Source: an optimization exercise on an open RTL-to-GDS flow (aim: small area, a short achievable clock period and few clock cycles). Production flows keep margins and buffers that such runs may drop. For this run, only the layout was checked, not whether the RTL still works. Power is estimated from default activity; no workload was simulated.

==> flow/design.v <==
package cnn_axi_pkg;
  localparam logic [1:0] RESP_OKAY     = 2'b00;
  localparam logic [1:0] BURST_INCR    = 2'b01;
  localparam logic [3:0] CACHE_DEFAULT = 4'b0011;
  localparam logic [2:0] SIZE_16B      = 3'b100;
endpackage
module cnn_beat_reg #(
  parameter int DW = 128,
  parameter int IW = 120
) (
  input  logic          clk_i,
  input  logic          rst_ni,
  input  logic          idle_d_i,      
  input  logic [IW-1:0] init_i,
  input  logic          hold_d_i,      
  input  logic          in_valid_i,
  output logic          in_ready_o,
  output logic          in_take_o,     
  input  logic [DW-1:0] in_data_i,
  output logic          out_valid_o,
  input  logic          out_ready_i,
  output logic [DW-1:0] data_o
);
  logic          valid_q, valid_d, ready_q, ready_d;
  logic          sel_init_q, sel_in_q, sel_hold_q;
  logic [DW-1:0] data_q;
  assign in_ready_o  = ready_q;
  assign out_valid_o = valid_q;
  assign data_o      = data_q;
  assign in_take_o = sel_in_q;
  assign valid_d = valid_q ? ~out_ready_i : (in_valid_i & sel_in_q);
  assign ready_d = ~valid_d & ~hold_d_i;
  always_ff @(posedge clk_i or negedge rst_ni) begin
    if (!rst_ni) begin
      valid_q    <= 1'b0;
      ready_q    <= 1'b0;
      sel_init_q <= 1'b1;
      sel_in_q   <= 1'b0;
      sel_hold_q <= 1'b0;
    end else begin
      valid_q    <= valid_d;
      ready_q    <= ready_d;
      sel_init_q <= idle_d_i;
      sel_in_q   <= ready_d & ~idle_d_i;
      sel_hold_q <= ~ready_d;
    end
  end
  always_ff @(posedge clk_i) begin
    data_q <= (in_data_i & {DW{sel_in_q}})
            | ({{(DW-IW){1'b0}}, init_i} & {DW{sel_init_q}})
            | (data_q & {DW{sel_hold_q}});
  end
endmodule
module cnn_axi_burst_master #(
  parameter int C_M_AXI_ID_WIDTH   = 12,
  parameter int C_M_AXI_ADDR_WIDTH = 64,
  parameter int C_M_AXI_DATA_WIDTH = 128,
  parameter int BURST_LEN          = 16,
  parameter int ID_VALUE           = 0
) (
  input  logic                            M_AXI_ACLK,
  input  logic                            M_AXI_ARESETN,
  input  logic                            INIT_AXI_TXN,
  input  logic [C_M_AXI_ADDR_WIDTH-1:0]   input_Addr_Offset,
  input  logic [C_M_AXI_ADDR_WIDTH-1:0]   output_Addr_Offset,
  output logic                            TXN_DONE,
  output logic                            ERROR,
  output logic [C_M_AXI_ID_WIDTH-1:0]     M_AXI_ARID,
  output logic [C_M_AXI_ADDR_WIDTH-1:0]   M_AXI_ARADDR,
  output logic [7:0]                      M_AXI_ARLEN,
  output logic [2:0]                      M_AXI_ARSIZE,
  output logic [1:0]                      M_AXI_ARBURST,
  output logic                            M_AXI_ARLOCK,
  output logic [3:0]                      M_AXI_ARCACHE,
  output logic [2:0]                      M_AXI_ARPROT,
  output logic [3:0]                      M_AXI_ARQOS,
  output logic                            M_AXI_ARVALID,
  input  logic                            M_AXI_ARREADY,
  input  logic [C_M_AXI_ID_WIDTH-1:0]     M_AXI_RID,
  input  logic [C_M_AXI_DATA_WIDTH-1:0]   M_AXI_RDATA,
  input  logic [1:0]                      M_AXI_RRESP,
  input  logic                            M_AXI_RLAST,
  input  logic                            M_AXI_RVALID,
  output logic                            M_AXI_RREADY,
  output logic [C_M_AXI_ID_WIDTH-1:0]     M_AXI_AWID,
  output logic [C_M_AXI_ADDR_WIDTH-1:0]   M_AXI_AWADDR,
  output logic [7:0]                      M_AXI_AWLEN,
  output logic [2:0]                      M_AXI_AWSIZE,
  output logic [1:0]                      M_AXI_AWBURST,
  output logic                            M_AXI_AWLOCK,
  output logic [3:0]                      M_AXI_AWCACHE,
  output logic [2:0]                      M_AXI_AWPROT,
  output logic [3:0]                      M_AXI_AWQOS,
  output logic                            M_AXI_AWVALID,
  input  logic                            M_AXI_AWREADY,
  output logic [C_M_AXI_DATA_WIDTH-1:0]   M_AXI_WDATA,
  output logic [C_M_AXI_DATA_WIDTH/8-1:0] M_AXI_WSTRB,
  output logic                            M_AXI_WLAST,
  output logic                            M_AXI_WVALID,
  input  logic                            M_AXI_WREADY,
  input  logic [C_M_AXI_ID_WIDTH-1:0]     M_AXI_BID,
  input  logic [1:0]                      M_AXI_BRESP,
  input  logic                            M_AXI_BVALID,
  output logic                            M_AXI_BREADY
);
  localparam int CW = (BURST_LEN > 1) ? $clog2(BURST_LEN) : 1;
  localparam logic [CW-1:0] LAST_BEAT = CW'(BURST_LEN - 1);
  localparam int LO = $clog2(C_M_AXI_DATA_WIDTH / 8);    
  logic busy_q, busy_d, done_q, err_q, arvalid_q, awvalid_q, bwait_q, wlast_q;
  logic [CW-1:0] rcnt_q;
  localparam int IW = C_M_AXI_ADDR_WIDTH - LO;
  logic [C_M_AXI_DATA_WIDTH-1:0] buf_data;
  logic arvalid_d, awvalid_d;
  logic start, bad_in, bad_out, bad;
  logic r_hs, b_hs, r_bad, r_last;
  logic wvalid, rready, r_take;
  logic unused_ids;
  assign unused_ids = ^{M_AXI_RID, M_AXI_BID};
  assign bad_in  = (|input_Addr_Offset[LO-1:0])
                 | ((&input_Addr_Offset[11:8]) & (|input_Addr_Offset[7:LO]));
  assign bad_out = (|output_Addr_Offset[LO-1:0])
                 | ((&output_Addr_Offset[11:8]) & (|output_Addr_Offset[7:LO]));
  assign bad     = bad_in | bad_out;
  assign start   = INIT_AXI_TXN & ~busy_q;
  assign r_hs   = M_AXI_RVALID & r_take;
  assign b_hs   = M_AXI_BVALID & bwait_q;
  assign r_last = (rcnt_q == LAST_BEAT);
  assign r_bad  = (M_AXI_RRESP != cnn_axi_pkg::RESP_OKAY)
                | (M_AXI_RLAST != r_last);
  cnn_beat_reg #(.DW(C_M_AXI_DATA_WIDTH), .IW(2 * IW)) u_buf (
    .clk_i       (M_AXI_ACLK),
    .rst_ni      (M_AXI_ARESETN),
    .idle_d_i    (~busy_d),
    .init_i      ({output_Addr_Offset[C_M_AXI_ADDR_WIDTH-1:LO],
                   input_Addr_Offset[C_M_AXI_ADDR_WIDTH-1:LO]}),
    .hold_d_i    (arvalid_d | awvalid_d),
    .in_valid_i  (M_AXI_RVALID),
    .in_ready_o  (rready),
    .in_take_o   (r_take),
    .in_data_i   (M_AXI_RDATA),
    .out_valid_o (wvalid),
    .out_ready_i (M_AXI_WREADY),
    .data_o      (buf_data)
  );
  assign M_AXI_RREADY  = rready;
  assign M_AXI_WVALID  = wvalid;
  assign M_AXI_WDATA   = buf_data;
  assign M_AXI_WLAST   = wlast_q;
  assign M_AXI_WSTRB   = '1;
  assign M_AXI_BREADY  = bwait_q;
  assign M_AXI_ARVALID = arvalid_q;
  assign M_AXI_AWVALID = awvalid_q;
  assign TXN_DONE      = done_q;
  assign ERROR         = err_q;
  assign M_AXI_ARID    = C_M_AXI_ID_WIDTH'(ID_VALUE);
  assign M_AXI_ARADDR  = {buf_data[IW-1:0], LO'(0)};
  assign M_AXI_ARLEN   = 8'(BURST_LEN - 1);
  assign M_AXI_ARSIZE  = cnn_axi_pkg::SIZE_16B;
  assign M_AXI_ARBURST = cnn_axi_pkg::BURST_INCR;
  assign M_AXI_ARLOCK  = 1'b0;
  assign M_AXI_ARCACHE = cnn_axi_pkg::CACHE_DEFAULT;
  assign M_AXI_ARPROT  = 3'b000;
  assign M_AXI_ARQOS   = 4'd0;
  assign M_AXI_AWID    = C_M_AXI_ID_WIDTH'(ID_VALUE);
  assign M_AXI_AWADDR  = {buf_data[2*IW-1:IW], LO'(0)};
  assign M_AXI_AWLEN   = 8'(BURST_LEN - 1);
  assign M_AXI_AWSIZE  = cnn_axi_pkg::SIZE_16B;
  assign M_AXI_AWBURST = cnn_axi_pkg::BURST_INCR;
  assign M_AXI_AWLOCK  = 1'b0;
  assign M_AXI_AWCACHE = cnn_axi_pkg::CACHE_DEFAULT;
  assign M_AXI_AWPROT  = 3'b000;
  assign M_AXI_AWQOS   = 4'd0;
  assign busy_d    = start | (busy_q & ~done_q);
  assign arvalid_d = (start & ~bad) | (arvalid_q & ~M_AXI_ARREADY);
  assign awvalid_d = (start & ~bad) | (awvalid_q & ~M_AXI_AWREADY);
  always_ff @(posedge M_AXI_ACLK or negedge M_AXI_ARESETN) begin
    if (!M_AXI_ARESETN) begin
      busy_q    <= 1'b0;
      done_q    <= 1'b0;
      err_q     <= 1'b0;
      arvalid_q <= 1'b0;
      awvalid_q <= 1'b0;
      bwait_q   <= 1'b0;
      wlast_q   <= 1'b0;
      rcnt_q    <= '0;
    end else begin
      busy_q    <= busy_d;
      done_q    <= (start & bad) | b_hs;
      arvalid_q <= arvalid_d;
      awvalid_q <= awvalid_d;
      bwait_q   <= (bwait_q & ~M_AXI_BVALID) | (r_hs & r_last);
      if (start)
        err_q <= bad;
      else if ((r_hs & r_bad) | (b_hs & (M_AXI_BRESP != cnn_axi_pkg::RESP_OKAY)))
        err_q <= 1'b1;
      if (r_hs) begin
        rcnt_q  <= rcnt_q + 1'b1;
        wlast_q <= r_last;
      end
    end
  end
endmodule
==> flow/flow/run.sh <==
#!/bin/bash
# Standard ORFS layout with these changes: ports are buffered with the
# smallest plain buffer instead of the default delay buffer; one tie cell
# of each kind drives all constant outputs; CTS adds no dummy clock loads
# and clusters more sinks per leaf buffer.
set -euo pipefail
export BUFFER_PORTS_ARGS="-buffer_cell sky130_fd_sc_hd__buf_1"
export SKIP_REPAIR_TIE_FANOUT=1
export CTS_ARGS='-sink_clustering_enable -repair_clock_nets -dont_use_dummy_load -sink_clustering_size 30 -sink_clustering_max_diameter 150 -root_buf sky130_fd_sc_hd__clkbuf_16 -buf_list {sky130_fd_sc_hd__clkbuf_8}'
bash standard.sh > standard.log 2>&1
==> flow/standard.sh <==
#!/bin/bash
# synth_recipe.tcl (not shown) runs the flow's synth.tcl, then flattens the netlist and writes it again
# the make line also repeats each setting of config.mk as NAME=value (left out here)
make -C /OpenROAD-flow-scripts/flow DESIGN_CONFIG=/design/flow/config.mk WORK_HOME=/design/flow/orfs CLKGATE_MAP_FILE= SYNTH_SCRIPT=/design/flow/synth_recipe.tcl "${@:-finish}"
==> flow/config.mk <==
export PLATFORM = sky130hd
export DESIGN_NAME = cnn_axi_burst_master
export DESIGN_NICKNAME = cnn_axi_burst_master
export VERILOG_FILES = /design/flow/design.v
export SDC_FILE = /design/flow/constraint.sdc
export NUM_CORES = 4
export LEC_CHECK = 0
export CAP_MARGIN = 20
export CELL_PAD_IN_SITES_DETAIL_PLACEMENT = 1
export CELL_PAD_IN_SITES_GLOBAL_PLACEMENT = 1
export CORE_AREA = 2.5 2.5 181.5 181.5
export DIE_AREA = 0 0 184 184
export SETUP_SLACK_MARGIN = 3.3
export SLEW_MARGIN = 20
==> flow/constraint.sdc <==
create_clock -name core_clock -period 5.5 [get_ports {M_AXI_ACLK}]
set_input_delay 1.1000 -clock core_clock [delete_from_list [all_inputs] [get_ports {M_AXI_ACLK}]]
set_output_delay 1.1000 -clock core_clock [all_outputs]
set_load 0.01 [all_outputs]
==> impl_metrics.ini <==
[setup_path]
cp.required_ps = 4400
worstPathArrival_ps = 1030
worst-path-buf-inv = 1
crit_slowest_cell = dfxtp_1
cp_top_family = flip-flops
cp-end-kind = output pin
cp_cell_sequence = buf_1
path_class = register to output pin
critical_path.max_fanout = 3
cpPeakStageDelay_ps = 370
startpoint_type = register

[clock_tree]
cts_tree = done
cts_max_level = 4
cts-root-buf = clkbuf_16
cts-hold-fix-buffers = 0
cts_buffers = 17
insertion_delay_ps = 360
clkSinkCount = 144
cts_buffer_depth = 2
cts.clk_slew.worst_paths_ps = 60

[power_and_ir_drop]
p_leak_uw = 0.00317
power.total_uw = 5400
vdd.ir_drop.worst_v = 0.000234
p_per_area_nw_per_um2 = 692

[floorplanning]
die-area_um2 = 33900
fp.dieW_um = 184
core_region_area_um2 = 31600
num_rows = 65
io_pins = 647
die_h_um = 184
start_util_pct = 21.8

[sta]
finalCritPeriodShare_pct = 38.7
slew_headroom_pct = 38.1
final.setup_skew_ps = 27.2
worst_pin_slew_ps = 928
hold_violations = 0
max_freq_mhz = 470
period_needed_ps = 2130
setup_viol = 0
slew_viol_final = 0
setup_tns_ps = 0
rsz0062_at_grt = false

[drt]
ant_nets = 0
vias = 6406
drtPass1Iterations = 9
totalWireLength_mm = 31.5
vias_per_cell = 4.61
drtIter0Drc = 882
drc_errors = 0
wl_per_cell_um = 22.6

[finish]
fin_nets = 1279
n_fill_cell = 3943
syn2layout_area_growth_pct = 13.2
mostFrequentLayoutCell = buf_1
final_cell_mix = 524 x buf_1, 128 x dfxtp_1, 123 x inv_1
drive_above_1_share_pct = 3.15

[placed_design]
hpwl_mm = 24.9
gp_congestion = 0.835
portBuffers = 524

[hold_path]
hold_path_class = register to register

[synth]
syn_inst = 698
yosys_warnings = 2
synth-seq-area-share_pct = 43.0
synth.distinct_cells = 35
synth-seq-cells = 144
synth.net_count = 992
syn_area_per_cell_um2 = 9.88
syn_area_um2 = 6890

[grt]
grtUsageTotal_pct = 17.4
grt_pass1_wl_mm = 42.8
antenna_found_initial = 23
gr-total-overflow = 0
grt_pass1_vias = 6267
grt_max_degree = 78

[job]
maxCapViolCount = 0

[run_status]
status = complete, no violations
## layer usage
layer	wire length, µm	vias up	track usage [%]
li1	-	2827	-
met1	12000	3148	20.9
met2	16500	378	30.8
met3	2200	51	3.72
met4	710	2	5.89
met5	17	-	0
## Yosys cell counts
master	number	area [µm²]
dfrtp_1	15	375
nor4_2	2	25.0
nor3_4	1	16.3
o21ai_0	3	15.0
mux2i_1	1	10.0
a22o_1	8	70.1
xor2_1	1	8.76
xnor2_1	3	26.3
nand2_2	1	6.26
a222oi_1	120	1200
nor4_4	1	21.3
o211ai_2	1	12.5
nand2_1	4	15.0
a41oi_1	1	8.76
or3_1	1	6.26
nor3_1	1	5.00
ha_1	1	12.5
dfstp_2	1	26.3
nand4_1	2	12.5
nor2_1	3	11.3
mux2_2	1	11.3
o211ai_1	1	7.51
buf_1	14	52.6
o311ai_1	1	8.76
buf_2	6	30.0
nand3_1	3	15.0
o22ai_1	1	6.26
nor4_1	2	12.5
clkbuf_1	11	41.3
inv_1	123	462
buf_6	11	124
nand2b_1	5	31.3
buf_4	218	1640
conb_1	2	7.51
dfxtp_1	128	2560
## cells by family after synthesis
family / synth area share [%]
buf+inv: 34.0
flops: 43.0
xor+xnor: 0.508
fa+ha+maj: 0.181
other cells: 0.109
mux: 0.309
simple gates: 2.58
compound gates: 19.3
## cell type report
class	instances	area, µm²	area share, %
Antenna cell	5	12.5	0.160
Multi-Input combinational cell	171	1580	20.3
Timing Repair Buffer	528	2020	25.9
Inverter	123	462	5.92
Sequential cell	144	2980	38.1
Tap cell	402	503	6.45
Clock buffer	17	245	3.14
## state kept, by name (all words and copies together), names as in the netlist
signal / flops
u_buf.data_q: 128
wlast_q: 1
busy_q: 1
err_q: 1
arvalid_q: 1
u_buf.sel_in_q: 1
u_buf.sel_init_q: 1
bwait_q: 1
awvalid_q: 1
u_buf.ready_q: 1
done_q: 1
u_buf.sel_hold_q: 1
u_buf.valid_q: 1
rcnt_q: 4
## timing repair
action / in CTS / in global routing
pin swaps: 0 / 0
gates resized for setup: 2 / 2
setup buffers: 1 / 0
setup endpoints to repair: 12 / 3
## metrics by stage
stage / utilization [%] / instances / setup slack (ps) / instance area, µm² / hold WS [ps]
finish: 24.7 / 1390 / 3370 / 7800 / 467
global route: 24.7 / 1390 / 3300 / 7800 / 486
CTS: 24.7 / 1385 / 3340 / 7790 / 473
detailed placement: 23.8 / 1367 / 2960 / 7510 / 454
global placement: 23.8 / 1367 / 2950 / 7510 / 451
floorplan: - / 698 / 3540 / 6890 / 442
## final timing paths
check | from | end | cells after the start | slack [ps]
max | u_buf.data_q[71]$_DFF_P_ | M_AXI_AWADDR[15] | 1 | 3370
min | u_buf.data_q[124]$_DFF_P_ | u_buf.data_q[124]$_DFF_P_ | 1 | 470
max reg2reg | u_buf.sel_hold_q$_DFF_PN0_ | u_buf.data_q[114]$_DFF_P_ | 3 | 3440
min reg2reg | u_buf.data_q[124]$_DFF_P_ | u_buf.data_q[124]$_DFF_P_ | 1 | 470
max in group asynchronous | M_AXI_ARESETN | u_buf.sel_in_q$_DFF_PN0_ | 1 | 4060
min in group asynchronous | M_AXI_ARESETN | arvalid_q$_DFF_PN0_ | 1 | 820
## power by group
group | total, µW | leakage [µW] | switching (µW) | internal (µW)
registers | 2300 | 0.00127 | 691 | 1610
clock network | 664 | 0.000127 | 371 | 292
logic | 2440 | 0.00177 | 1550 | 887

## static timing again, ports no longer ideal
The flow's constraints put no driver on any port. The routed layout listed below was extracted and timed again, unchanged, in two steps.
Step 1 assumes that a clkbuf_16 drives the clock port and a buf_2 every other input.
Step 2 times the ports against the registers' clock, not the clock port: input delays grow and output delays shrink by t, the midpoint of the rising clock arrivals with the driver on.
Three values: ideal ports, drivers, drivers and shift; two values: the first two.
t (ns): 0.405
setup WS [ns]: 3.371 / 3.319 / 3.214
worst setup path after step 2: input to register
worst register clock-pin slew, ns: 0.10 / 0.10
pins driven straight from the clock port: 1
After both steps this run still meets setup and hold. The setup slack of this run moves by -0.052 ns with the drivers and by -0.157 ns with both steps.
